This design comes from an exercise in tuning for small area, a short achievable clock period and few clock cycles per item on the open sky130 flow, not from production work. In this exercise RTL edits were held to simulation tests only and were not proved equivalent to the original.

==> inputs of job 3950 <==
## maxnetTop
module maxnetTop (
    input  logic                 clk,
    input  logic                 rstN,
    input  logic                 start,
    input  maxnetPkg::laneVec               inputs,
    output logic                 done,
    output logic                 busy,
    output maxnetPkg::laneIndex             winner,
    output logic [maxnetPkg::dataWidth-1:0] maxNumber,
    output logic                 noWinner
);
    logic startDecided;
    logic finish;
    logic fresh;
    logic lastUpdate;
    logic [maxnetPkg::iterWidth-1:0] updates;
    logic [maxnetPkg::certTiers-1:0] tier;
    maxnetController controller (
        .clk          (clk),
        .rstN         (rstN),
        .start        (start),
        .startDecided (startDecided),
        .finish       (finish),
        .fresh        (fresh),
        .updates      (updates),
        .lastUpdate   (lastUpdate),
        .tier         (tier),
        .busy         (busy),
        .done         (done)
  ...
==> module maxnetDatapath, before the edit <==
module maxnetDatapath (
    input  logic                 clk,
    input  logic                 busy,
    input  logic                 fresh,
    input  logic                 done,
    input  logic                 lastUpdate,
    input  logic [maxnetPkg::certTiers-1:0] tier,
    input  maxnetPkg::laneVec    inputs,
    output logic                 startDecided,
    output logic                 finish,
    output maxnetPkg::laneIndex  winner,
    output logic [maxnetPkg::dataWidth-1:0] maxNumber,
    output logic                 noWinner
);
    localparam int L = maxnetPkg::laneCount;
    localparam int W = maxnetPkg::dataWidth;
    maxnetPkg::laneVec originals;
    maxnetPkg::laneVec activations;
    maxnetPkg::laneVec nextActivations;
    logic [L-1:0][L-1:0] startBeats, beats;
    logic [L-1:0]        startNonZero, nonZero;
    logic [L-1:0]        startMax, startSecond, startMin;
    logic [L-1:0]        rankMax, rankSecond, rankMin;
    logic [L-1:0]        wins;
    logic                certOk;
    logic                atMostOne;
    logic [L-1:0]        lowestStart;
    logic [L-1:0]        startPick;
    logic                runCert;
    logic [L-1:0]        liveNow;
    logic [L-1:0]        lowestNow;
    logic [L-1:0]        runPick;      
    logic [L-1:0]        pick;
    logic [L-1:0][W-1:0] held;
    always_ff @(posedge clk) begin
        if (!busy) begin
            originals  <= inputs;
            beats      <= startBeats;
            nonZero    <= startNonZero;
            rankMax    <= startMax;
            rankSecond <= startSecond;
            rankMin    <= startMin;
        end
    end
    always_ff @(posedge clk) begin
        if (!busy) begin
            activations <= inputs;
        end else begin
            activations <= nextActivations;
        end
    end
    inhibitionLayer layer (
        .activations     (activations),
        .nextActivations (nextActivations)
    );
    winnerSelect select (
        .activations (inputs),
        .beats       (startBeats),
        .nonZero     (startNonZero),
        .rankMax     (startMax),
        .rankSecond  (startSecond),
        .rankMin     (startMin)
    );
    iterCert cert (
        .activations (activations),
        .rankMax     (rankMax),
        .rankSecond  (rankSecond),
        .rankMin     (rankMin),
        .tier        (tier),
        .certOk      (runCert)
    );
    for (genvar i = 0; i < L; i++) begin : gWins
        assign wins[i] = &beats[i];
    end
    assign certOk      = |wins;
    assign atMostOne   = ~((nonZero[0] & nonZero[1]) | (nonZero[0] & nonZero[2]) | (nonZero[0] & nonZero[3])
                         | (nonZero[1] & nonZero[2]) | (nonZero[1] & nonZero[3]) | (nonZero[2] & nonZero[3]));
    assign lowestStart = {nonZero[3] & ~|nonZero[2:0], nonZero[2] & ~|nonZero[1:0],
                          nonZero[1] & ~nonZero[0], ~|nonZero[2:0] ? ~nonZero[3] : nonZero[0]};
    assign startDecided = certOk | atMostOne;
    assign startPick    = certOk ? wins : lowestStart;
    for (genvar i = 0; i < L; i++) begin : gLive
        assign liveNow[i] = |activations[W*i +: W];
    end
    assign lowestNow = {liveNow[3] & ~|liveNow[2:0], liveNow[2] & ~|liveNow[1:0],
                        liveNow[1] & ~liveNow[0], liveNow[0]};
    assign finish    = runCert | lastUpdate;
    always_ff @(posedge clk) begin
        if (busy & ~done) begin
            runPick <= runCert ? rankMax : lowestNow;
        end
    end
    assign pick   = fresh ? startPick : runPick;
    assign winner = {pick[3] | pick[2], pick[3] | pick[1]};
    assign noWinner = ~|nonZero;
    assign held = originals;
    always_comb begin
        maxNumber = '0;
        for (int i = 0; i < L; i++) begin
            maxNumber = maxNumber | (held[i] & {W{pick[i]}});
        end
    end
endmodule
clock: 8.5 ns
lec_check: 0
cap_margin: 20
core_margin: 2
core_utilization: 55
setup_slack_margin: 4
slew_margin: 20
standard.sh (not shown) runs the stock make flow with config.mk's settings and CLKGATE_MAP_FILE= SYNTH_SCRIPT=/design/flow/synth_recipe.tcl, a recipe that flattens the netlist after the stock synthesis.
==> flow/flow/run.sh <==
#!/bin/bash
# Own layout flow: the standard layout (standard.sh), with two synthesis
# changes, both inside ORFS's own synthesis script:
#  - ABC maps for delay (flow/abc_speed.script: dch + map with a delay
#    target, then ABC's sizing) instead of ORFS's default speed script;
#  - no full/half adder cell extraction (ADDER_MAP_FILE empty), so ABC sees
#    and restructures the adder logic itself.
# and one placement change: the port buffers that placement inserts on every
# input and output are buf_4 cells (BUFFER_PORTS_ARGS) rather than the
# default pick, a delay cell that timing repair cannot resize.
# Everything else (floorplan, placement, CTS, routing, the SDC) is the
# standard flow. Each step's output goes to a log file in this folder.
set -euo pipefail
work=$PWD
rm -rf "$work/scripts_abc"
cp -r "$FLOW_HOME/scripts" "$work/scripts_abc"
cp "$work/flow/abc_speed.script" "$work/scripts_abc/abc_speed.script"
export SCRIPTS_DIR="$work/scripts_abc"
export ADDER_MAP_FILE=
export BUFFER_PORTS_ARGS="-buffer_cell sky130_fd_sc_hd__buf_4"
bash standard.sh > "$work/standard_flow.log" 2>&1
==> flow/flow/abc_speed.script <==
strash
dch -f
map -D 1000
strash
dch -f
map -D 1000
topo
buffer -c
upsize -c -D 1000
dnsize -c -D 1000
==> job 8794: changes against job 3950 <==
--- a/flow/design.v
+++ b/flow/design.v
@@ -354,14 +354,14 @@
                          | (nonZero[1] & nonZero[2]) | (nonZero[1] & nonZero[3]) | (nonZero[2] & nonZero[3]));
     assign lowestStart = {nonZero[3] & ~|nonZero[2:0], nonZero[2] & ~|nonZero[1:0],
                           nonZero[1] & ~nonZero[0], ~|nonZero[2:0] ? ~nonZero[3] : nonZero[0]};
-    assign startDecided = certOk | atMostOne;
+    assign startDecided = certOk | atMostOne | |(lowestStart & rankMax);
     assign startPick    = certOk ? wins : lowestStart;
     for (genvar i = 0; i < L; i++) begin : gLive
         assign liveNow[i] = |activations[W*i +: W];
     end
     assign lowestNow = {liveNow[3] & ~|liveNow[2:0], liveNow[2] & ~|liveNow[1:0],
                         liveNow[1] & ~liveNow[0], liveNow[0]};
-    assign finish    = runCert | lastUpdate;
+    assign finish    = runCert | |(lowestNow & rankMax) | lastUpdate;
     always_ff @(posedge clk) begin
         if (busy & ~done) begin
             runPick <= runCert ? rankMax : lowestNow;
==> flow/flow/run.sh (replaced) <==
#!/bin/bash
# Own layout flow: the standard layout (standard.sh), with two synthesis
# changes, both inside ORFS's own synthesis script:
#  - ABC maps for delay (flow/abc_speed.script: dch + map with a delay
#    target, then dch + &nf with a delay target, then ABC's sizing)
#    instead of ORFS's default speed script;
#  - no full/half adder cell extraction (ADDER_MAP_FILE empty), so ABC sees
#    and restructures the adder logic itself.
# and one placement change: the port buffers that placement inserts on every
# input and output are buf_2 cells (BUFFER_PORTS_ARGS) rather than the
# default pick, a delay cell that timing repair cannot resize; repair may
# size buf_2 up where timing needs it.
# Everything else (floorplan, placement, CTS, routing, the SDC) is the
# standard flow. Each step's output goes to a log file in this folder.
set -euo pipefail
work=$PWD
rm -rf "$work/scripts_abc"
cp -r "$FLOW_HOME/scripts" "$work/scripts_abc"
cp "$work/flow/abc_speed.script" "$work/scripts_abc/abc_speed.script"
export SCRIPTS_DIR="$work/scripts_abc"
export ADDER_MAP_FILE=
export BUFFER_PORTS_ARGS="-buffer_cell sky130_fd_sc_hd__buf_2"
bash standard.sh > "$work/standard_flow.log" 2>&1
==> flow/flow/abc_speed.script (replaced) <==
strash
dch -f
map -D 1000
strash
dch -f
&get -n
&nf -D 1000
&put
topo
buffer -c
upsize -c -D 1000
dnsize -c -D 1000
Settings changed: PLACE_DENSITY set to 0.75.
==> qor summary <==
quantity                                                                   job 8794                 job 3950
Result of the run                                           complete, no violations  complete, no violations
Final std cells w/o fill                                                      6,024                    7,210
X dimension of the die                                                     260.4 um                 264.3 um
Filler cell count                                                             6,130                    6,639
Final core utilization                                                       60.84%                   61.12%
Syn_nets                                                                      5,238                    6,304
Number of gates on the worst path with buffers counted                            8                       10
Proportion of final cell area spent on non-clock buffers                     3.690%                   4.237%
Chip height                                                                260.4 um                 264.3 um
Number of vias after detailed routing                                        40.79k                   46.45k
Wire length of the first global-routing pass                             227,500 um               253,100 um
Clock tree buffer count of the final layout                                      44                       55
CP max-delay cell                                                          edfxtp_1                a2111oi_0
Total buffers and inverters traversed by the critical path                        1                        3
Fraction of the yosys area taken by sequential cells                         21.07%                   20.44%
Post-Route M1 WL                                                          59,040 um                63,680 um
Post-layout nets                                                              5,270                    6,434
Instance count after placement with tap cells included                        5,919                    7,107
Core Box Area                                                          64,700 sq um             67,160 sq um
Post-cts repair resize count                                                     52                       28
Area share of fa/ha/maj cells after synthesis                                1.716%                  0.1074%
Global placement routability congestion                                       1.121                    1.140
Met2 Usage GRT                                                               67.87%                   71.12%
Largest stage delay, worst path                                             0.48 ns                  0.94 ns
Testbench counts of job 3950, summed over its fixed seeds: cycles 7,534, items 3,200.
Testbench counts of job 8794, summed over its fixed seeds: cycles 7,014, items 3,200.

[port drivers added, routing unchanged]
How much do the figures lean on ideal ports? The routed layouts below were timed once more, with nothing changed but the port constraints. Step 1 assumes that a clkbuf_16 drives the clock port and a buf_2 every other input. Step 2 adds t to the input delays and takes it off the output delays; t is the mean of the earliest and latest rising clock arrival at the registers after step 1. Input paths then give back, and output paths get back, about the clock's delay inside the block. a / b / c = no drivers / after step 1 / after step 2; a / b = the first two.
run	t (ns)	setup WS [ns]	worst setup path after step 2	worst data-port slew with drivers (ns)	cell pins on the clock port's net
job 3950	0.673	3.876 / 3.912 / 3.240	input to register	0.05	1
job 8794	0.651	4.085 / 4.022 / 3.528	input to register	0.07	1
After both steps every run listed still meets setup and hold. The setup slack of job 3950, which loses most, moves by +0.036 ns with the drivers and by -0.636 ns with both steps.
